Context: an optimization exercise on an open-source flow, tuned for small area and a short achievable clock period. The choices shown serve that exercise and are no tape-out recipe. The RTL was checked by simulation tests, not by an equivalence proof against the original design.

## flow/design.v (module list and top-level ports; edited modules follow where they fit)
// module musb_mult_accum: 2009 lines
// module musb_fa: 10 lines
// module musb_ha: 9 lines
// module musb_nand2: 3 lines
// module musb_nor2: 3 lines
// module musb_xor2: 3 lines
// module musb_xnor2: 3 lines
// module musb_inv: 3 lines
// module musb_o21ai: 3 lines
// module musb_a21oi: 3 lines
module musb_mult_accum #(
  parameter int WIDTH = 32
) (
  input  logic                 clk,
  input  logic                 rst,
  input  logic [WIDTH-1:0]     input_a,
  input  logic [WIDTH-1:0]     input_b,
  input  logic [2*WIDTH-1:0]   accum_in,
  input  logic                 signed_operation,
  input  logic [1:0]           op,
  input  logic                 enable_op,
  input  logic                 stall,
  input  logic                 flush,
  output logic [2*WIDTH-1:0]   mult_result,
  output logic                 active,
  output logic                 ready
);
  // ...
==> flow/run.sh <==
#!/bin/bash
# synth_recipe.tcl (not shown) runs the flow's synth.tcl, then flattens the netlist and writes it again
# the make line also repeats each setting of config.mk as NAME=value (left out here)
make -C /OpenROAD-flow-scripts/flow DESIGN_CONFIG=/design/flow/config.mk WORK_HOME=/design/flow/orfs CLKGATE_MAP_FILE= SYNTH_SCRIPT=/design/flow/synth_recipe.tcl finish
==> flow/config.mk <==
export PLATFORM = sky130hd
export DESIGN_NAME = musb_mult_accum
export DESIGN_NICKNAME = musb_mult_accum
export VERILOG_FILES = /design/flow/design.v
export SDC_FILE = /design/flow/constraint.sdc
export NUM_CORES = 4
export LEC_CHECK = 0
export CAP_MARGIN = 20
export CORE_MARGIN = 2
export CORE_UTILIZATION = 40
export SETUP_SLACK_MARGIN = 4.6
export SLEW_MARGIN = 20
export SYNTH_HIERARCHICAL = 1
export SYNTH_MINIMUM_KEEP_SIZE = 0
==> flow/constraint.sdc <==
create_clock -name core_clock -period 8.0 [get_ports {clk}]
set_input_delay 1.6000 -clock core_clock [delete_from_list [all_inputs] [get_ports {clk}]]
set_output_delay 1.6000 -clock core_clock [all_outputs]
set_load 0.01 [all_outputs]
==> results.ini, run 1 <==
[sta]
fin_setup_tns_ns=0
period_needed_ns=3.47
fin_hold_ws_ns=0.420

[clocking]
cts_resized=122
numCtsBuffers=49
cts_tree=done
cts.path.max_buffers=3

[route]
highest_layer=met5
routed_via_density=5.84
ant_nets=0

[status]
outcome=complete, no violations

[global_routing]
grt_overflow=0
busiest_layer=met2

[worst_setup_path]
worstReg2RegStart=r1_one[7]
path_cells=buf_4 > clkbuf_16 > a22oi_2 > xnor2_2 > fa_1 > fa_2 > fa_1 > fa_2
crit_type=reg -> reg
worst-path-stages=8
start_kind=flop
rrSetupSlack_ns=4.53
cp.arrival_ns=3.83
cp_slowest_cell=fa_1

[yosys]
synth_top_area_share_pct=28.4
synth_compound_area_share_pct=13.3
synth_area_leaders=edfxtp_1 (28%), fa_1 (26%), xnor2_1 (12%)
yosysMostFrequentCell=xnor2_1
ys_top_cells_by_count=xnor2_1 (580), fa_1 (547), a22oi_1 (402)
synthesis.nets=4101
async_flop_share_pct=14.5

[cells_and_area]
largest_reg_flops=190
multi_input_area_share_pct=56.3
seq_share_pct=28.8
antenna_cells=0
layout_commonest_cell=xnor2_1
fill_cells=9659
largest_cell_class=multi-input combinational cells

[placed_design]
post_dp_cell_area_mm2=0.0446
hpwlAfterDp_mm=86.3
dpl_worst_slack_ns=4.17

[run]
drv_cap=0

[min_path]
whs_path_depth=0

==> inputs of run 2 (changes only) <==
--- a/flow/config.mk
+++ b/flow/config.mk
@@ -10,3 +10,3 @@
 export CORE_UTILIZATION = 40
-export SETUP_SLACK_MARGIN = 4.6
+export SETUP_SLACK_MARGIN = 4.5
 export SLEW_MARGIN = 20
==> results.ini, run 2 <==
[worst_setup_path]
cp.arrival_ns=3.80  ; was 3.83 ns
worst-path-max-fanout=35  ; was 17
start_kind=flop  ; unchanged
required_ns=8.32  ; was 8.36 ns
end_kind=flop  ; unchanged
crit_type=reg -> reg  ; unchanged

[yosys]
synth-edff-count=401  ; unchanged
syn-mean-instance-area_um2=12.6  ; unchanged
synth_compound_area_share_pct=13.3  ; unchanged
synth_top_family_by_area=adder cells  ; unchanged
synth_flop_cell=edfxtp_1  ; unchanged
synth_cell_types=27  ; unchanged
synth-xor-area-share_pct=15.3  ; unchanged
synthSimpleGateAreaFrac_pct=4.00  ; unchanged
syn_area_mm2=0.0424  ; unchanged
synthMuxAreaShare_pct=1.84  ; unchanged
synth_top_area_share_pct=28.4  ; unchanged
ys_top_cells_by_count=xnor2_1 (580), fa_1 (547), a22oi_1 (402)  ; unchanged
async_flop_share_pct=14.5  ; unchanged
yosysTopAreaCell=edfxtp_1  ; unchanged
synth_seq_cells=469  ; unchanged
syn_inst=3358  ; unchanged
synthesis.nets=4101  ; unchanged
ys_seq_area_share_pct=32.4  ; unchanged
yosysWarnings=7  ; unchanged
synth_adder_area_share_pct=27.6  ; unchanged
synth_area_leaders=edfxtp_1 (28%), fa_1 (26%), xnor2_1 (12%)  ; unchanged
yosysMostFrequentCell=xnor2_1  ; unchanged

[global_routing]
grt_overflow=0  ; unchanged
grtUsageTotal_pct=25.2  ; about the same
grt_pass1_wl_mm=200  ; about the same
grt_max_degree=161  ; unchanged
antenna_found_initial=5  ; was 4
grt_pass1_vias=29334  ; was 29437

[floorplan]
dieArea_mm2=0.109  ; unchanged
die_x_um=329  ; unchanged
core_area_mm2=0.105  ; unchanged
num_io_pins=202  ; unchanged
die_h_um=329  ; unchanged
rows=119  ; unchanged
start_util_pct=40.3  ; unchanged

[sta]
skew_ns=0.0351  ; was 0.0354 ns
grt_setup_unrepaired=true  ; unchanged
max_clock_freq_mhz=288  ; about the same
max_slew.worst_pin.slew_ns=1.18  ; was 1.22 ns
period_needed_ns=3.48  ; was 3.47 ns
finalMaxSlewViolations=0  ; unchanged
fin_hold_ws_ns=0.421  ; was 0.420 ns
maxSlewHeadroom_pct=21.2  ; was 18.7%
setup_viol=0  ; unchanged
hold_violations=0  ; unchanged
worst_slack_ns=4.52  ; was 4.53 ns
fin_crit_sh_pct=43.4  ; about the same

[route]
drt_wl_total_mm=137  ; about the same
drc=0  ; unchanged
routed_via_density=5.81  ; was 5.84
ant_nets=0  ; unchanged
drt_pass1_iterations=6  ; unchanged
vias=27811  ; was 28020
drtIter0Drc=3076  ; was 3512
wl_per_cell_um=28.5  ; was 28.6 µm

[status]
outcome=complete, no violations  ; unchanged

[cells_and_area]
fin_area_mm2=0.0469  ; was 0.0477 mm²
largest_reg_flops=190  ; unchanged
top_register=r2  ; unchanged
layout_commonest_cell=xnor2_1  ; unchanged
antenna_cells=0  ; unchanged
fin_util_pct=44.6  ; was 45.3%
layout_common_cells=xnor2_1 (578), fa_1 (537), edfxtp_1 (401)  ; was xnor2_1 (574), fa_1 (519), edfxtp_1 (401)
final_cell_count_no_fill=4787  ; was 4797
final_nets=4099  ; was 4109
drive_gt1_share_pct=13.3  ; was 15.9%
area_growth_pct=10.8  ; was 12.5%

[run]
drv_cap=0  ; unchanged

[placed_design]
numPortBuffers=201  ; unchanged
gp_congestion=0.872  ; unchanged
hpwlAfterDp_mm=86.3  ; unchanged
post_dp_cell_area_mm2=0.0446  ; unchanged
dpl_worst_slack_ns=4.17  ; unchanged
dpl.cell_count=4691  ; unchanged

[clocking]
numCtsBuffers=49  ; unchanged
cts.path.max_buffers=3  ; unchanged
clk_latency_ns=0.64  ; about the same
cts_tree=done  ; unchanged
cts_max_level=2  ; unchanged
cts_sinks=469  ; unchanged
path_clk_slew_ns=0.06  ; was 0.08 ns
root_buffer=clkbuf_16  ; unchanged

[min_path]
min_path_type=reg -> reg  ; unchanged

## run 2: cell counts after synthesis
No cell type changed its count.
## run 2: worst max-delay path, cell delays in order, from the launching register on
cell	delay, ns
edfxtp_1	0.33
clkbuf_8	0.44
xor2_1	0.37
fa_1	0.52
fa_1	0.46
fa_1	0.46
fa_1	0.56
## run 2: path summary, 6_finish.rpt
kind                            from              end  slack (ns)  cells after the start
min                            r2[3]            r3[3]        0.42                      0
max reg2reg                r1_neg[3]          r2[128]        4.52                      6
max                        r1_neg[3]          r2[128]        4.52                      6
min in group asynchronous        rst       r_valid[3]        1.55                      3
max in group asynchronous        rst  mult_result[63]        5.79                      3
min reg2reg                    r2[3]            r3[3]        0.42                      0
## run 2: cell type report
type	count	area [µm²]
clock buffer	63	1330
clock inverter	28	262
fill	9719	58200
inverter	29	114
multi-input combinational	2511	26500
sequential	469	13700
tap	1391	1740
timing repair buffer	296	3250
## run 2: per-module statistics from Yosys (local to each module, per instance)
module	area (µm²)	flip-flops and latches	cells inside
musb_a21oi	8.76	0	1
musb_fa	20.0	0	1
musb_ha	12.5	0	1
musb_inv	3.75	0	1
musb_mult_accum	27600	469	2208
musb_nand2	3.75	0	1
musb_nor2	3.75	0	1
musb_o21ai	5.00	0	1
musb_xnor2	8.76	0	1
musb_xor2	8.76	0	1
## run 2: what timing repair did
| item | in CTS | in global routing |
|---|---|---|
| pin swaps | 0 | 1 |
| buffers inserted | 0 | 4 |
| setup endpoints to repair | 44 | 90 |
| resized for setup | 57 | 140 |
| hold buffers | 0 | 0 |
| gates cloned | 0 | 1 |
## run 2: metal layers
layer	up-vias	global-route usage (%)	share of wire [%]
met2	1839	36.9	43
met4	0	9.86	4.3
met3	393	8.95	12
li1	11568	-	-
met1	14011	34.2	41
met5	-	0	0
## run 2: kinds of logic after synthesis
logic type,count (synthesis)
xor+xnor,742
fa+ha+maj,607
buf+inv,378
mux,68
simple gates,381
flops,469
compound gates,713
## run 2: metrics by stage
step / setup TNS, ns
floorplan: -142.49
global placement: 0
detailed placement: 0
CTS: 0
global route: 0
finish: 0
==> inputs of run 3 (changes only) <==
--- a/flow/config.mk
+++ b/flow/config.mk
@@ -10,2 +10,4 @@
 export CORE_UTILIZATION = 40
+export CTS_CLUSTER_DIAMETER = 120
+export CTS_CLUSTER_SIZE = 25
 export SETUP_SLACK_MARGIN = 4.5
==> results.ini, run 3 <==
[route]
wl_per_cell_um=28.6  ; was 28.5 µm
drt_pass1_iterations=8  ; was 6
drtIter0Drc=3215  ; was 3076
vias=27733  ; was 27811
drc=0  ; unchanged
ant_nets=0  ; unchanged
routed_via_density=5.86  ; was 5.81
drt_wl_total_mm=136  ; was 137 mm

[yosys]
synth_flop_cell=edfxtp_1  ; unchanged
syn_inst=3358  ; unchanged
synthesis.nets=4101  ; unchanged
ys_seq_area_share_pct=32.4  ; unchanged
yosysMostFrequentCell=xnor2_1  ; unchanged
ys_top_cells_by_count=xnor2_1 (580), fa_1 (547), a22oi_1 (402)  ; unchanged
yosysTopAreaCell=edfxtp_1  ; unchanged
yosysWarnings=7  ; unchanged
syn_area_mm2=0.0424  ; unchanged
synth_cell_types=27  ; unchanged
synth_area_leaders=edfxtp_1 (28%), fa_1 (26%), xnor2_1 (12%)  ; unchanged
synth-edff-count=401  ; unchanged
synth_top_area_share_pct=28.4  ; unchanged
syn-mean-instance-area_um2=12.6  ; unchanged
synth_seq_cells=469  ; unchanged
async_flop_share_pct=14.5  ; unchanged

[floorplan]
num_io_pins=202  ; unchanged
die_x_um=329  ; unchanged
die_h_um=329  ; unchanged
dieArea_mm2=0.109  ; unchanged
core_area_mm2=0.105  ; unchanged
start_util_pct=40.3  ; unchanged
rows=119  ; unchanged

[placed_design]
post_dp_cell_area_mm2=0.0446  ; unchanged
gp_congestion=0.872  ; unchanged
hpwlAfterDp_mm=86.3  ; unchanged
numPortBuffers=201  ; unchanged

[worst_setup_path]
crit_type=reg -> reg  ; unchanged
required_ns=8.35  ; was 8.32 ns
cp.arrival_ns=3.82  ; was 3.80 ns
worst-path-max-fanout=32  ; was 35
start_kind=flop  ; unchanged
end_kind=flop  ; unchanged

[clocking]
cts_tree=done  ; unchanged
cts_sinks=469  ; unchanged
path_clk_slew_ns=0.10  ; was 0.06 ns
cts_max_level=1  ; was 2
clk_latency_ns=0.63  ; was 0.64 ns
cts.path.max_buffers=3  ; unchanged
root_buffer=clkbuf_16  ; unchanged
holdBufCountCts=0  ; unchanged
numCtsBuffers=23  ; was 49

[global_routing]
grt_overflow=0  ; unchanged
antenna_found_initial=4  ; was 5
grt_max_degree=161  ; unchanged
grt_pass1_wl_mm=199  ; was 200 mm
grt_pass1_vias=29101  ; was 29334
grtUsageTotal_pct=25.0  ; was 25.2%

[cells_and_area]
final_nets=4070  ; was 4099
fin_area_mm2=0.0459  ; was 0.0469 mm²
antenna_cells=0  ; unchanged
layout_common_cells=xnor2_1 (578), fa_1 (539), edfxtp_1 (401)  ; was xnor2_1 (578), fa_1 (537), edfxtp_1 (401)
largest_reg_flops=190  ; unchanged
fin_util_pct=43.7  ; was 44.6%
area_growth_pct=8.40  ; was 10.8%
layout_commonest_cell=xnor2_1  ; unchanged
drive_gt1_share_pct=12.0  ; was 13.3%
top_register=r2  ; unchanged

[sta]
period_needed_ns=3.47  ; was 3.48 ns
grt_setup_unrepaired=true  ; unchanged
maxSlewHeadroom_pct=23.4  ; was 21.2%
fin_crit_sh_pct=43.4  ; about the same
hold_violations=0  ; unchanged
max_slew.worst_pin.slew_ns=1.15  ; was 1.18 ns
skew_ns=0.0218  ; was 0.0351 ns
setup_viol=0  ; unchanged
max_clock_freq_mhz=288  ; about the same
finalMaxSlewViolations=0  ; unchanged

[status]
outcome=complete, no violations  ; unchanged

[run]
drv_cap=0  ; unchanged

[min_path]
min_path_type=reg -> reg  ; unchanged

-- run 3: cell counts after synthesis --
No cell type changed its count.
-- run 3: routing by layer --
| layer | wire length [µm] | up-vias | GRT usage, % |
|---|---|---|---|
| li1 | - | 11483 | - |
| met1 | 55100 | 13964 | 34.3 |
| met2 | 58000 | 1936 | 36.7 |
| met3 | 17100 | 346 | 8.26 |
| met4 | 5340 | 4 | 9.53 |
| met5 | 67 | - | 0 |
-- run 3: logic make-up after synthesis --
kind of cell | share of synthesized area [%]
DFF | 32.4
AOI/OAI and AO/OA | 13.3
xor gates and xnor gates | 15.3
adders and majority gates | 27.6
buffers and inverters | 5.41
muxes | 1.84
and+or+nand+nor | 4.00
-- run 3: final cells by class --
class	instances	area, µm²
inverter	29	114
clock buffer	37	628
tap	1391	1740
clock inverter	4	36.3
multi-input combinational	2511	26500
sequential	469	13700
fill	9789	59200
timing repair buffer	293	3170
-- run 3: through the flow --
stage	instances	hold WS [ns]	worst slack (ns)	TNS, ns
3_5_place_dp	4691	0.409	4.17	0
2_1_floorplan	3358	0.400	-0.355	-142.49
6_report	4734	0.433	4.53	0
3_3_place_gp	4691	0.403	4.22	0
5_1_grt	4734	0.446	4.47	0
4_1_cts	4732	0.434	4.50	0
-- run 3: per-module statistics from Yosys (local to each module, per instance) --
module	flops+latches	times used	area [µm²]
musb_fa	0	547	20.0
musb_nor2	0	124	3.75
musb_a21oi	0	66	8.76
musb_xor2	0	99	8.76
musb_nand2	0	106	3.75
musb_o21ai	0	104	5.00
musb_inv	0	26	3.75
musb_mult_accum	469	1	27600
musb_ha	0	59	12.5
musb_xnor2	0	19	8.76
-- run 3: worst max-delay path, cell delays in order, from the launching register on --
cell,delay (ns)
edfxtp_1,0.36
buf_6,0.35
o21ai_1,0.14
xor2_1,0.34
fa_1,0.52
fa_1,0.46
fa_1,0.46
fa_1,0.56
-- run 3: worst paths after layout --
check,to,slack (ns),depth (start not counted),from
worst max register to register,r2[128],4.53,7,r1_a[32]
worst min-delay path,r3[0],0.43,0,r2[0]
worst min register to register,r3[0],0.43,0,r2[0]
max in group asynchronous,mult_result[63],5.80,3,rst
min in group asynchronous,mult_result[10],1.56,3,rst
worst max-delay path,r2[128],4.53,7,r1_a[32]
-- run 3: repair_timing --
action,4_1_cts,5_1_grt
endpoints found under the setup margin,46,87
pin swaps,0,5
hold endpoints to repair,0,0
gates resized for setup,62,123
setup buffers,0,2
==> inputs of run 4 (changes only) <==
==> flow/flow/run.sh (new file) <==
#!/bin/bash
# The standard layout (the standard.sh, unchanged synthesis and steps), with
# one change: the buffer that placement puts on every input and output port is
# sky130_fd_sc_hd__buf_1 instead of the cell buffer_ports picks by default.
set -euo pipefail
export BUFFER_PORTS_ARGS="-buffer_cell sky130_fd_sc_hd__buf_1"
bash standard.sh > standard.log 2>&1
==> flow/standard.sh (new file) <==
#!/bin/bash
# synth_recipe.tcl (not shown) runs the flow's synth.tcl, then flattens the netlist and writes it again
# the make line also repeats each setting of config.mk as NAME=value (left out here)
make -C /OpenROAD-flow-scripts/flow DESIGN_CONFIG=/design/flow/config.mk WORK_HOME=/design/flow/orfs CLKGATE_MAP_FILE= SYNTH_SCRIPT=/design/flow/synth_recipe.tcl "${@:-finish}"
--- a/flow/config.mk
+++ b/flow/config.mk
@@ -10,4 +10,2 @@
 export CORE_UTILIZATION = 40
-export CTS_CLUSTER_DIAMETER = 120
-export CTS_CLUSTER_SIZE = 25
 export SETUP_SLACK_MARGIN = 4.5
removed: flow/run.sh
==> results.ini, run 4 <==
[floorplan]
die_h_um=329  ; unchanged
core_area_mm2=0.105  ; unchanged
start_util_pct=40.3  ; unchanged
dieArea_mm2=0.109  ; unchanged
rows=119  ; unchanged
die_x_um=329  ; unchanged
num_io_pins=202  ; unchanged

[route]
drt_pass1_iterations=6  ; was 8
wl_per_cell_um=28.8  ; was 28.6 µm
drc=0  ; unchanged
drt_wl_total_mm=138  ; was 136 mm
routed_via_density=5.91  ; was 5.86
drtIter0Drc=3551  ; was 3215
vias=28331  ; was 27733
ant_nets=0  ; unchanged

[global_routing]
grt_max_degree=184  ; was 161
antenna_found_initial=2  ; was 4
grt_pass1_vias=29470  ; was 29101
grt_overflow=0  ; unchanged
grt_pass1_wl_mm=200  ; was 199 mm
grtUsageTotal_pct=25.2  ; was 25.0%

[placed_design]
numPortBuffers=201  ; unchanged
hpwlAfterDp_mm=86.1  ; was 86.3 mm
gp_congestion=0.934  ; was 0.872

[clocking]
cts.path.max_buffers=3  ; unchanged
cts_sinks=469  ; unchanged
numCtsBuffers=51  ; was 23
root_buffer=clkbuf_16  ; unchanged
path_clk_slew_ns=0.06  ; was 0.10 ns
cts_max_level=2  ; was 1
clk_latency_ns=0.63  ; about the same
holdBufCountCts=0  ; unchanged
cts_tree=done  ; unchanged

[yosys]
syn_area_mm2=0.0424  ; unchanged
yosysMostFrequentCell=xnor2_1  ; unchanged
yosysTopAreaCell=edfxtp_1  ; unchanged
synth_flop_cell=edfxtp_1  ; unchanged
ys_seq_area_share_pct=32.4  ; unchanged
synth-edff-count=401  ; unchanged
synth_area_leaders=edfxtp_1 (28%), fa_1 (26%), xnor2_1 (12%)  ; unchanged
syn-mean-instance-area_um2=12.6  ; unchanged
async_flop_share_pct=14.5  ; unchanged
synth_cell_types=27  ; unchanged
synth_top_area_share_pct=28.4  ; unchanged
syn_inst=3358  ; unchanged
ys_top_cells_by_count=xnor2_1 (580), fa_1 (547), a22oi_1 (402)  ; unchanged
synthesis.nets=4101  ; unchanged
yosysWarnings=7  ; unchanged
synth_seq_cells=469  ; unchanged

[worst_setup_path]
cp.arrival_ns=3.83  ; was 3.82 ns
required_ns=8.36  ; was 8.35 ns
start_kind=flop  ; unchanged
end_kind=flop  ; unchanged
crit_type=reg -> reg  ; unchanged
worst-path-max-fanout=33  ; was 32

[run]
drv_cap=0  ; unchanged

[sta]
finalMaxSlewViolations=0  ; unchanged
skew_ns=0.0165  ; was 0.0218 ns
fin_crit_sh_pct=43.3  ; was 43.4%
grt_setup_unrepaired=true  ; unchanged
max_slew.worst_pin.slew_ns=1.00  ; was 1.15 ns
maxSlewHeadroom_pct=33.3  ; was 23.4%
setup_viol=0  ; unchanged
fin_hold_ws_ns=0.420  ; was 0.433 ns
hold_violations=0  ; unchanged
period_needed_ns=3.47  ; about the same
max_clock_freq_mhz=288  ; about the same

[cells_and_area]
top_register=r2  ; unchanged
antenna_cells=0  ; unchanged
drive_gt1_share_pct=13.8  ; was 12.0%
layout_commonest_cell=xnor2_1  ; unchanged
final_nets=4107  ; was 4070
area_growth_pct=7.99  ; was 8.40%
fill_cells=9841  ; was 9789
layout_common_cells=xnor2_1 (580), fa_1 (539), a22oi_1 (402)  ; was xnor2_1 (578), fa_1 (539), edfxtp_1 (401)
largest_reg_flops=190  ; unchanged

[min_path]
min_path_type=reg -> reg  ; unchanged

[status]
outcome=complete, no violations  ; unchanged

-- run 4: cell counts after synthesis --
Identical to the previous run, type by type.
-- run 4: what timing repair did --
item                                   CTS  global route
setup buffers                            2             9
setup endpoints to repair              171            79
resized for setup                       42           124
pin swaps                                0             6
endpoints found under the hold margin    0             0
-- run 4: final timing paths --
| kind | from | end | slack (ns) | depth (start not counted) |
|---|---|---|---|---|
| setup / recovery | r1_a[17] | r2[97] | 4.53 | 7 |
| hold / removal | r2[1] | r3[1] | 0.42 | 0 |
| setup reg to reg | r1_a[17] | r2[97] | 4.53 | 7 |
| hold reg to reg | r2[1] | r3[1] | 0.42 | 0 |
| max in group asynchronous | rst | mult_result[59] | 6.13 | 3 |
| min in group asynchronous | rst | mult_result[8] | 1.22 | 3 |
-- run 4: modules after synthesis, one instance, submodules excluded --
| module | area, µm² | cells | times used |
|---|---|---|---|
| musb_fa | 20.0 | 1 | 547 |
| musb_xor2 | 8.76 | 1 | 99 |
| musb_a21oi | 8.76 | 1 | 66 |
| musb_nand2 | 3.75 | 1 | 106 |
| musb_o21ai | 5.00 | 1 | 104 |
| musb_ha | 12.5 | 1 | 59 |
| musb_nor2 | 3.75 | 1 | 124 |
| musb_inv | 3.75 | 1 | 26 |
| musb_mult_accum | 27600 | 2208 | 1 |
| musb_xnor2 | 8.76 | 1 | 19 |
-- run 4: cells by family (layout without fill, tap and decap cells) --
kind of cell	Yosys count	in the layout	share of synthesized area (%)
xor gates and xnor gates	742	742	15.3
and+or+nand+nor	381	381	4.00
DFF	469	469	32.4
muxes	68	68	1.84
AOI/OAI and AO/OA	713	713	13.3
adders and majority gates	607	607	27.6
buffers and inverters	378	426	5.41
-- run 4: per-stage QoR --
step	std cells	cell area [µm²]	TNS, ns	util (%)	worst slack, ns
after floorplan	3358	42400	-142.49	-	-0.355
after global placement	4690	43400	0	41.3	3.82
after detailed placement	4690	43400	0	41.3	3.79
after CTS	4787	45300	0	43.1	4.50
after global routing	4797	45700	0	43.5	4.49
final	4797	45700	0	43.5	4.53
-- run 4: area by class of cell --
class,count,area [µm²],area share [%]
inverter,29,114,0.249
clock inverter,35,349,0.763
clock buffer,60,1360,2.98
multi-input combinational,2511,26500,57.9
timing repair buffer,302,1940,4.23
sequential,469,13700,30.0
tap,1391,1740,3.80
-- run 4: worst max-delay path, cell delays in order, from the launching register on --
cell and delay [ns]:
edfxtp_1 0.34, buf_6 0.41, a22oi_1 0.16, xnor2_1 0.19
fa_1 0.56, fa_1 0.48, fa_1 0.60, fa_1 0.43
-- run 4: layer usage --
| metal | global-route usage (%) | up-vias | part of all wire, % |
|---|---|---|---|
| li1 | - | 11599 | - |
| met1 | 34.2 | 14202 | 40 |
| met2 | 37.3 | 2055 | 43 |
| met3 | 8.29 | 471 | 13 |
| met4 | 10.2 | 4 | 4.7 |
| met5 | 0 | - | 0.020 |
==> inputs of run 5 (changes only) <==
--- a/flow/config.mk
+++ b/flow/config.mk
@@ -10,2 +10,4 @@
 export CORE_UTILIZATION = 40
+export CTS_CLUSTER_DIAMETER = 120
+export CTS_CLUSTER_SIZE = 25
 export SETUP_SLACK_MARGIN = 4.5
@@ -14 +16,2 @@
 export SYNTH_MINIMUM_KEEP_SIZE = 0
+export TNS_END_PERCENT = 50
==> results.ini, run 5 <==
[yosys]
yosysWarnings=7  ; unchanged
syn_inst=3358  ; unchanged
synth_seq_cells=469  ; unchanged
synth_top_area_share_pct=28.4  ; unchanged
synth-edff-count=401  ; unchanged
syn-mean-instance-area_um2=12.6  ; unchanged
ys_seq_area_share_pct=32.4  ; unchanged
synth_flop_cell=edfxtp_1  ; unchanged
ys_top_cells_by_count=xnor2_1 (580), fa_1 (547), a22oi_1 (402)  ; unchanged
syn_area_mm2=0.0424  ; unchanged
synth_cell_types=27  ; unchanged
synthesis.nets=4101  ; unchanged
yosysTopAreaCell=edfxtp_1  ; unchanged
yosysMostFrequentCell=xnor2_1  ; unchanged
async_flop_share_pct=14.5  ; unchanged
synth_area_leaders=edfxtp_1 (28%), fa_1 (26%), xnor2_1 (12%)  ; unchanged

[cells_and_area]
drive_gt1_share_pct=12.2  ; was 13.8%
largest_reg_flops=190  ; unchanged
layout_commonest_cell=xnor2_1  ; unchanged
antenna_cells=0  ; unchanged
fin_area_mm2=0.0444  ; was 0.0457 mm²
seq_area_mm2=0.0137  ; unchanged
layout_common_cells=xnor2_1 (580), fa_1 (540), a22oi_1 (402)  ; was xnor2_1 (580), fa_1 (539), a22oi_1 (402)
top_register=r2  ; unchanged
final_nets=4075  ; was 4107
fill_cells=9956  ; was 9841
area_growth_pct=4.83  ; was 7.99%
multiInputGateArea_mm2=0.0265  ; about the same

[worst_setup_path]
worst-path-max-fanout=33  ; unchanged
worstReg2RegStart=r1_a[21]  ; was r1_a[17]
crit_type=reg -> reg  ; unchanged
end_kind=flop  ; unchanged
crit_start=r1_a[21]  ; was r1_a[17]
start_kind=flop  ; unchanged
required_ns=8.35  ; was 8.36 ns
rrSetupSlack_ns=4.40  ; was 4.53 ns
cp.arrival_ns=3.95  ; was 3.83 ns

[placed_design]
numPortBuffers=201  ; unchanged
gp_congestion=0.934  ; unchanged
post_dp_cell_area_mm2=0.0434  ; unchanged
hpwlAfterDp_mm=86.1  ; unchanged

[floorplan]
die_h_um=329  ; unchanged
rows=119  ; unchanged
dieArea_mm2=0.109  ; unchanged
start_util_pct=40.3  ; unchanged
core_area_mm2=0.105  ; unchanged
die_x_um=329  ; unchanged
num_io_pins=202  ; unchanged

[sta]
max_slew.worst_pin.slew_ns=1.13  ; was 1.00 ns
finalMaxSlewViolations=0  ; unchanged
hold_violations=0  ; unchanged
setup_viol=0  ; unchanged
fin_crit_sh_pct=45.0  ; was 43.3%
grt_setup_unrepaired=true  ; unchanged
maxSlewHeadroom_pct=24.5  ; was 33.3%
skew_ns=0.0407  ; was 0.0165 ns
period_needed_ns=3.60  ; was 3.47 ns
max_clock_freq_mhz=278  ; was 288 MHz

[global_routing]
antenna_found_initial=2  ; unchanged
grt_overflow=0  ; unchanged
grt_max_degree=184  ; unchanged
grt_pass1_vias=29228  ; was 29470
grtUsageTotal_pct=25.1  ; was 25.2%
grt_pass1_wl_mm=199  ; was 200 mm

[route]
drt_pass1_iterations=7  ; was 6
vias=28111  ; was 28331
drc=0  ; unchanged
drt_wl_total_mm=137  ; was 138 mm
routed_via_density=5.93  ; was 5.91
ant_nets=0  ; unchanged
wl_per_cell_um=29.0  ; was 28.8 µm
drtIter0Drc=3514  ; was 3551

[status]
outcome=complete, no violations  ; unchanged

[run]
drv_cap=0  ; unchanged

[clocking]
root_buffer=clkbuf_16  ; unchanged
cts_max_level=1  ; was 2
cts_tree=done  ; unchanged
clk_latency_ns=0.65  ; was 0.63 ns
cts_sinks=469  ; unchanged
cts.path.max_buffers=3  ; unchanged
numCtsBuffers=23  ; was 51
path_clk_slew_ns=0.10  ; was 0.06 ns

[min_path]
worstHoldStart=r2[0]  ; was r2[1]
min_path_type=reg -> reg  ; unchanged

## run 5: cell type report
cell class / instances / share of cell area [%]
flip-flops and latches: 469 / 31.0
repair buffers: 298 / 3.70
inverters: 29 / 0.256
multi-input cells: 2511 / 59.6
well taps: 1391 / 3.92
clock buffers: 38 / 1.42
clock inverters: 4 / 0.101
## run 5: repair_timing
item	4_1_cts	5_1_grt
buffers inserted	2	6
endpoints found under the setup margin	174	164
pin swaps	0	11
hold buffers	0	0
gates resized for setup	43	40
## run 5: final timing paths
kind	endpoint	depth (start not counted)
setup / recovery	r2[127]	7
hold / removal	r3[0]	0
setup reg to reg	r2[127]	7
hold reg to reg	r3[0]	0
max in group asynchronous	mult_result[62]	3
min in group asynchronous	mult_result[5]	3
## run 5: stage by stage
| stage | utilization, % | worst slack, ns | hold WS (ns) | cells | TNS, ns |
|---|---|---|---|---|---|
| floorplan | - | -0.355 | 0.400 | 3358 | -142.49 |
| global placement | 41.3 | 3.82 | 0.402 | 4690 | 0 |
| detailed placement | 41.3 | 3.79 | 0.405 | 4690 | 0 |
| CTS | 42.1 | 4.47 | 0.429 | 4734 | 0 |
| global route | 42.2 | 4.33 | 0.437 | 4740 | 0 |
| finish | 42.2 | 4.40 | 0.430 | 4740 | 0 |
## run 5: logic make-up after synthesis
| family | count (synthesis) | share of synthesized area, % |
|---|---|---|
| AO/OA/AOI/OAI | 713 | 13.3 |
| XOR/XNOR | 742 | 15.3 |
| adder cells (fa/ha/maj) | 607 | 27.6 |
| buffers and inverters | 378 | 5.41 |
| flip-flops | 469 | 32.4 |
| multiplexers | 68 | 1.84 |
| AND/OR/NAND/NOR | 381 | 4.00 |
## run 5: worst max-delay path, cell delays in order (launching register included)
cell and delay, ns:
edfxtp_1 0.33, buf_4 0.55, a22oi_1 0.18, xnor2_1 0.20, fa_1 0.55, fa_1 0.43, fa_1 0.49, fa_1 0.57
## run 5: per-layer routing
metal / up-vias / routed length (µm) / share of wire (%) / track usage, %
li1: 11489 / - / - / -
met1: 14201 / 55300 / 40 / 34.3
met2: 1969 / 58900 / 43 / 37.1
met3: 448 / 16900 / 12 / 7.72
met4: 4 / 6240 / 4.5 / 10.2
met5: - / 25 / 0.018 / 0
## run 5: per-module statistics from Yosys, one instance, submodules excluded, excerpt
| module | flip-flops and latches | cells inside |
|---|---|---|
| musb_mult_accum | 469 | 2208 |
| musb_fa | 0 | 1 |
| musb_ha | 0 | 1 |
| musb_xor2 | 0 | 1 |
| musb_xnor2 | 0 | 1 |
| musb_o21ai | 0 | 1 |
| musb_inv | 0 | 1 |
| musb_nor2 | 0 | 1 |
| musb_nand2 | 0 | 1 |
==> inputs of run 6 (changes only) <==
--- a/flow/config.mk
+++ b/flow/config.mk
@@ -16,2 +16 @@
 export SYNTH_MINIMUM_KEEP_SIZE = 0
-export TNS_END_PERCENT = 50
==> results.ini, run 6 <==
[yosys]
yosysMostFrequentCell=xnor2_1  ; unchanged
synth_flop_cell=edfxtp_1  ; unchanged
yosysTopAreaCell=edfxtp_1  ; unchanged
synth_area_leaders=edfxtp_1 (28%), fa_1 (26%), xnor2_1 (12%)  ; unchanged
syn_inst=3358  ; unchanged
syn_area_mm2=0.0424  ; unchanged
ys_top_cells_by_count=xnor2_1 (580), fa_1 (547), a22oi_1 (402)  ; unchanged
synth-edff-count=401  ; unchanged
ys_seq_area_share_pct=32.4  ; unchanged
synth_cell_types=27  ; unchanged
yosysWarnings=7  ; unchanged
synthesis.nets=4101  ; unchanged
synth_top_area_share_pct=28.4  ; unchanged
synth_seq_cells=469  ; unchanged
async_flop_share_pct=14.5  ; unchanged
syn-mean-instance-area_um2=12.6  ; unchanged

[cells_and_area]
fill_cells=9935  ; was 9956
final_nets=4075  ; unchanged
fin_util_pct=42.5  ; was 42.2%
drive_gt1_share_pct=12.2  ; about the same
layout_commonest_cell=xnor2_1  ; unchanged
largest_reg_flops=190  ; unchanged
top_register=r2  ; unchanged
area_growth_pct=5.38  ; was 4.83%
layout_common_cells=xnor2_1 (580), fa_1 (539), a22oi_1 (402)  ; was xnor2_1 (580), fa_1 (540), a22oi_1 (402)
final_cell_count_no_fill=4740  ; unchanged
antenna_cells=0  ; unchanged
fin_area_mm2=0.0446  ; was 0.0444 mm²

[clocking]
numCtsBuffers=23  ; unchanged
holdBufCountCts=0  ; unchanged
clk_latency_ns=0.65  ; about the same
path_clk_slew_ns=0.10  ; about the same
cts_sinks=469  ; unchanged
cts_tree=done  ; unchanged
cts_max_level=1  ; unchanged
root_buffer=clkbuf_16  ; unchanged
cts.path.max_buffers=3  ; unchanged

[worst_setup_path]
end_kind=flop  ; unchanged
crit_type=reg -> reg  ; unchanged
required_ns=8.34  ; was 8.35 ns
cp.arrival_ns=3.83  ; was 3.95 ns
worst-path-max-fanout=35  ; was 33
start_kind=flop  ; unchanged

[route]
drt_pass1_iterations=8  ; was 7
drt_wl_total_mm=138  ; was 137 mm
routed_via_density=5.95  ; was 5.93
wl_per_cell_um=29.0  ; about the same
vias=28202  ; was 28111
drtIter0Drc=3534  ; was 3514
ant_nets=0  ; unchanged
drc=0  ; unchanged

[sta]
fin_crit_sh_pct=43.6  ; was 45.0%
maxSlewHeadroom_pct=24.8  ; was 24.5%
setup_viol=0  ; unchanged
skew_ns=0.0433  ; was 0.0407 ns
hold_violations=0  ; unchanged
max_clock_freq_mhz=287  ; was 278 MHz
period_needed_ns=3.49  ; was 3.60 ns
worst_slack_ns=4.51  ; was 4.40 ns
max_slew.worst_pin.slew_ns=1.13  ; about the same
grt_setup_unrepaired=true  ; unchanged
finalMaxSlewViolations=0  ; unchanged
fin_hold_ws_ns=0.426  ; was 0.430 ns

[floorplan]
die_h_um=329  ; unchanged
num_io_pins=202  ; unchanged
rows=119  ; unchanged
start_util_pct=40.3  ; unchanged
dieArea_mm2=0.109  ; unchanged
core_area_mm2=0.105  ; unchanged
die_x_um=329  ; unchanged

[placed_design]
hpwlAfterDp_mm=86.1  ; unchanged
numPortBuffers=201  ; unchanged
dpl.cell_count=4690  ; unchanged
gp_congestion=0.934  ; unchanged
dpl_worst_slack_ns=3.79  ; unchanged
post_dp_cell_area_mm2=0.0434  ; unchanged

[global_routing]
grt_pass1_vias=29233  ; was 29228
grt_max_degree=184  ; unchanged
grt_pass1_wl_mm=199  ; about the same
antenna_found_initial=2  ; unchanged
grtUsageTotal_pct=25.1  ; about the same
grt_overflow=0  ; unchanged

[min_path]
min_path_type=reg -> reg  ; unchanged

[status]
outcome=complete, no violations  ; unchanged

[run]
drv_cap=0  ; unchanged

[run 6: per-layer routing]
| layer | vias up | part of all wire (%) | GRT usage (%) | wire, µm |
|---|---|---|---|---|
| met4 | 4 | 4.5 | 9.90 | 6130 |
| met1 | 14254 | 40 | 34.3 | 55400 |
| met5 | - | 0.020 | 0 | 27 |
| li1 | 11493 | - | - | - |
| met3 | 452 | 12 | 7.62 | 17200 |
| met2 | 1999 | 43 | 37.3 | 59000 |
[run 6: worst paths after layout]
| path | startpoint | to | slack (ns) | cells after the start |
|---|---|---|---|---|
| max in group asynchronous | rst | mult_result[63] | 6.14 | 3 |
| worst min register to register | r2[1] | r3[1] | 0.43 | 0 |
| worst max-delay path | r1_neg[3] | r2[128] | 4.51 | 6 |
| min in group asynchronous | rst | mult_result[5] | 1.20 | 3 |
| worst min-delay path | r2[1] | r3[1] | 0.43 | 0 |
| worst max register to register | r1_neg[3] | r2[128] | 4.51 | 6 |
[run 6: cells by family after synthesis]
kind of cell	Yosys count	share of synthesized area [%]
xor gates and xnor gates	742	15.3
buffers and inverters	378	5.41
DFF	469	32.4
muxes	68	1.84
AOI/OAI and AO/OA	713	13.3
adders and majority gates	607	27.6
and+or+nand+nor	381	4.00
[run 6: cell type report]
class                      instances  area (µm²)  area share, %
sequential                       469       13700           30.8
tap                             1391        1740           3.90
inverter                          29         114          0.255
clock buffer                      38         632           1.42
timing repair buffer             298        1880           4.21
clock inverter                     4        45.0          0.101
multi-input combinational       2511       26500           59.3
[run 6: critical path, stage by stage, from the launching register on]
cell      delay [ns]
edfxtp_1        0.36
buf_6           0.49
xor2_1          0.31
fa_1            0.54
fa_1            0.49
fa_1            0.42
fa_1            0.57
[run 6: what timing repair did]
| item | in CTS | in global routing |
|---|---|---|
| resized for setup | 45 | 115 |
| endpoints found under the setup margin | 174 | 87 |
| hold endpoints to repair | 0 | 0 |
| setup buffers | 2 | 6 |
| pin swaps | 0 | 6 |
[run 6: per-stage QoR]
step,setup TNS (ns)
floorplan,-142.49
global placement,0
detailed placement,0
CTS,0
global route,0
finish,0
[run 6: Yosys stat by module (local to each module, per instance), excerpt]
module	flops+latches	area [µm²]	cells	times used
musb_a21oi	0	8.76	1	66
musb_fa	0	20.0	1	547
musb_mult_accum	469	27600	2208	1
musb_nand2	0	3.75	1	106
musb_nor2	0	3.75	1	124
musb_o21ai	0	5.00	1	104
musb_xnor2	0	8.76	1	19
musb_xor2	0	8.76	1	99
==> inputs of run 7 (changes only) <==
--- a/flow/config.mk
+++ b/flow/config.mk
@@ -12,3 +12,3 @@
 export CTS_CLUSTER_SIZE = 25
-export SETUP_SLACK_MARGIN = 4.5
+export SETUP_SLACK_MARGIN = 4.55
 export SLEW_MARGIN = 20
==> results.ini, run 7 <==
[worst_setup_path]
crit_end=r2[132]  ; was r2[128]
crit_type=reg -> reg  ; unchanged
worst-path-buf-inv=1  ; unchanged
worst-path-stages=7  ; was 6
start_kind=flop  ; unchanged
crit_family=adder cells  ; unchanged
crit_start=r1_one[4]  ; was r1_neg[3]
required_ns=8.38  ; was 8.34 ns
end_kind=flop  ; unchanged
rrSetupSlack_ns=4.57  ; was 4.51 ns
cp_slowest_cell=fa_1  ; unchanged
worst-path-max-fanout=34  ; was 35
path_cells=buf_8 > a22oi_1 > xnor2_1 > fa_1 > fa_1 > fa_1 > fa_1  ; was buf_6 > xor2_1 > fa_1 > fa_1 > fa_1 > fa_1
worstReg2RegStart=r1_one[4]  ; was r1_neg[3]
r2r_cells=7  ; was 6
max_stage_delay_ns=0.58  ; was 0.57 ns
cpMostUsedCell=fa_1  ; unchanged
cp.arrival_ns=3.82  ; was 3.83 ns
r2r_end=r2[132]  ; was r2[128]

[cells_and_area]
layout_common_cells=xnor2_1 (580), fa_1 (528), edfxtp_1 (401)  ; was xnor2_1 (580), fa_1 (539), a22oi_1 (402)
fin_util_pct=42.8  ; was 42.5%
largest_reg_flops=190  ; unchanged
final_cell_count_no_fill=4745  ; was 4740
fin_area_mm2=0.0450  ; was 0.0446 mm²
drive_gt1_share_pct=13.2  ; was 12.2%
top_register=r2  ; unchanged
area_growth_pct=6.26  ; was 5.38%
layout_commonest_cell=xnor2_1  ; unchanged
final_nets=4080  ; was 4075
antenna_cells=0  ; unchanged

[floorplan]
die_x_um=329  ; unchanged
rows=119  ; unchanged
die_h_um=329  ; unchanged
start_util_pct=40.3  ; unchanged
num_io_pins=202  ; unchanged
core_area_mm2=0.105  ; unchanged
dieArea_mm2=0.109  ; unchanged

[global_routing]
grtUsageTotal_pct=25.1  ; about the same
grt_overflow=0  ; unchanged
busiest_layer=met2  ; unchanged
antenna_found_initial=2  ; unchanged
grt_pass1_wl_mm=199  ; about the same
grt_pass1_vias=29205  ; was 29233
grt_max_degree=184  ; unchanged
gr-usage-met2_pct=37.2  ; was 37.3%
use_met3_pct=7.85  ; was 7.62%
met1_usage_pct=34.3  ; about the same

[yosys]
synth_compound_area_share_pct=13.3  ; unchanged
syn_area_mm2=0.0424  ; unchanged
synth-edff-count=401  ; unchanged
synth_top_area_share_pct=28.4  ; unchanged
synth_top_family_by_area=adder cells  ; unchanged
ys_top_cells_by_count=xnor2_1 (580), fa_1 (547), a22oi_1 (402)  ; unchanged
synthesis.nets=4101  ; unchanged
synth_cell_types=27  ; unchanged
synthMuxAreaShare_pct=1.84  ; unchanged
synth_adder_area_share_pct=27.6  ; unchanged
synth-xor-area-share_pct=15.3  ; unchanged
syn_inst=3358  ; unchanged
async_flop_share_pct=14.5  ; unchanged
synth_area_leaders=edfxtp_1 (28%), fa_1 (26%), xnor2_1 (12%)  ; unchanged
ys_seq_area_share_pct=32.4  ; unchanged
yosysWarnings=7  ; unchanged
syn-mean-instance-area_um2=12.6  ; unchanged
synth_flop_cell=edfxtp_1  ; unchanged
synthSimpleGateAreaFrac_pct=4.00  ; unchanged
synth_seq_cells=469  ; unchanged
yosysMostFrequentCell=xnor2_1  ; unchanged
yosysTopAreaCell=edfxtp_1  ; unchanged

[placed_design]
post_dp_cell_area_mm2=0.0434  ; unchanged
numPortBuffers=201  ; unchanged
gp_congestion=0.934  ; unchanged
dpl.cell_count=4690  ; unchanged
hpwlAfterDp_mm=86.1  ; unchanged

[sta]
skew_ns=0.0423  ; was 0.0433 ns
period_needed_ns=3.43  ; was 3.49 ns
setup_viol=0  ; unchanged
fin_hold_ws_ns=0.426  ; about the same
maxSlewHeadroom_pct=33.8  ; was 24.8%
fin_crit_sh_pct=42.9  ; was 43.6%
max_clock_freq_mhz=291  ; was 287 MHz
finalMaxSlewViolations=0  ; unchanged
grt_setup_unrepaired=true  ; unchanged
max_slew.worst_pin.slew_ns=0.993  ; was 1.13 ns
hold_violations=0  ; unchanged

[run]
drv_cap=0  ; unchanged

[route]
drc=0  ; unchanged
drtIter0Drc=3470  ; was 3534
vias=28192  ; was 28202
ant_nets=0  ; unchanged
drt_pass1_iterations=8  ; unchanged
wl_per_cell_um=29.1  ; was 29.0 µm
routed_via_density=5.94  ; was 5.95
drt_wl_total_mm=138  ; about the same

[status]
outcome=complete, no violations  ; unchanged

[clocking]
cts_max_level=1  ; unchanged
cts_tree=done  ; unchanged
cts_sinks=469  ; unchanged
cts.path.max_buffers=3  ; unchanged
holdBufCountCts=0  ; unchanged
path_clk_slew_ns=0.10  ; about the same
root_buffer=clkbuf_16  ; unchanged
clk_latency_ns=0.65  ; about the same
numCtsBuffers=23  ; unchanged

[min_path]
min_path_type=reg -> reg  ; unchanged
worstHoldStart=r2[1]  ; unchanged

==> run 7: cell count changes in the layout (fill, tap and decap cells not counted), moves of 5 or more <==
cell | before | now
nor2_1 | 103 | 94
buf_12 | 5 | 19
fa_2 | 8 | 19
a22oi_2 | 110 | 115
buf_8 | 6 | 18
a22oi_1 | 402 | 397
nor2_2 | 24 | 31
fa_1 | 539 | 528
buf_6 | 58 | 37
==> run 7: kinds of logic (layout without fill, tap and decap cells) <==
logic type	Yosys count	after routing
muxes	68	68
and+or+nand+nor	381	381
adders and majority gates	607	607
xor gates and xnor gates	742	742
DFF	469	469
AOI/OAI and AO/OA	713	713
buffers and inverters	378	374
==> run 7: how the worst min path moves through the flow <==
| stage | to | depth (start not counted) | slack, ns |
|---|---|---|---|
| floorplan | r3[0] | 0 | 0.40 |
| global placement | r3[0] | 0 | 0.40 |
| detailed placement | r3[2] | 0 | 0.40 |
| CTS | r3[2] | 0 | 0.43 |
| global route | r3[1] | 0 | 0.44 |
| finish | r3[1] | 0 | 0.43 |
==> run 7: final cells by class <==
type	instances	area (µm²)
tap	1391	1740
inverter	29	114
fill	9899	60100
clock buffer	38	632
multi-input combinational	2511	26600
sequential	469	13700
timing repair buffer	303	2140
clock inverter	4	45.0
==> run 7: repair_timing <==
| item | in CTS | in global routing |
|---|---|---|
| gates resized for setup | 77 | 184 |
| endpoints found under the setup margin | 193 | 86 |
| pin swaps | 0 | 9 |
| gates cloned | 0 | 1 |
| buffers inserted | 2 | 9 |
==> run 7: layer usage <==
metal	vias to the layer above	wire (µm)
li1	11509	-
met1	14240	55800
met2	2005	59300
met3	434	17100
met4	4	5900
met5	-	27
==> run 7: worst register-to-register path: stages (launching register included) <==
cell	delay (ns)
edfxtp_1	0.38
buf_8	0.31
a22oi_1	0.25
xnor2_1	0.18
fa_1	0.53
fa_1	0.58
fa_1	0.52
fa_1	0.45
==> run 7: modules after synthesis (local to each module, per instance), a selection <==
module	cells inside	cell area, µm²	flip-flops and latches
musb_a21oi	1	8.76	0
musb_nor2	1	3.75	0
musb_xor2	1	8.76	0
musb_inv	1	3.75	0
musb_o21ai	1	5.00	0
musb_ha	1	12.5	0
musb_xnor2	1	8.76	0
musb_nand2	1	3.75	0
musb_mult_accum	2208	27600	469
==> run 7: per-stage QoR <==
stage	setup TNS (ns)	worst slack (ns)
finish	0	4.57
global route	0	4.47
CTS	0	4.55
detailed placement	0	3.79
global placement	0	3.82
floorplan	-142.49	-0.355

-- afterwards: timing with drivers on the ports --
The flow's constraints put no driver on any port. The routed layouts listed below were extracted and timed again, unchanged, in two steps. Step 1: set_driving_cell puts a clkbuf_16 on clk and a buf_2 on each other input, an assumption about the parent block. Step 2 adds t to the input delays and takes it off the output delays; t is the mean of the earliest and latest rising clock arrival at the registers after step 1. Input paths then give back, and output paths get back, about the clock's delay inside the block. Three values: no drivers, after step 1, after step 2; two values: the first two.
run	t, ns	setup slack, ns	worst setup path at the end
run 1	0.689	4.530 / 4.530 / 4.260	input to register
run 2	0.688	4.524 / 4.489 / 4.267	input to register
run 3	0.682	4.529 / 4.529 / 4.250	input to register
run 4	0.681	4.534 / 4.534 / 4.411	input to register
run 5	0.691	4.397 / 4.397 / 4.104	input to register
run 6	0.690	4.510 / 4.510 / 4.090	input to register
run 7	0.690	4.569 / 4.569 / 4.492	input to register
After both steps setup and hold are still met in every run listed. The setup slack of run 6, which loses most, moves by 0.000 ns with the drivers and by -0.420 ns with both steps.
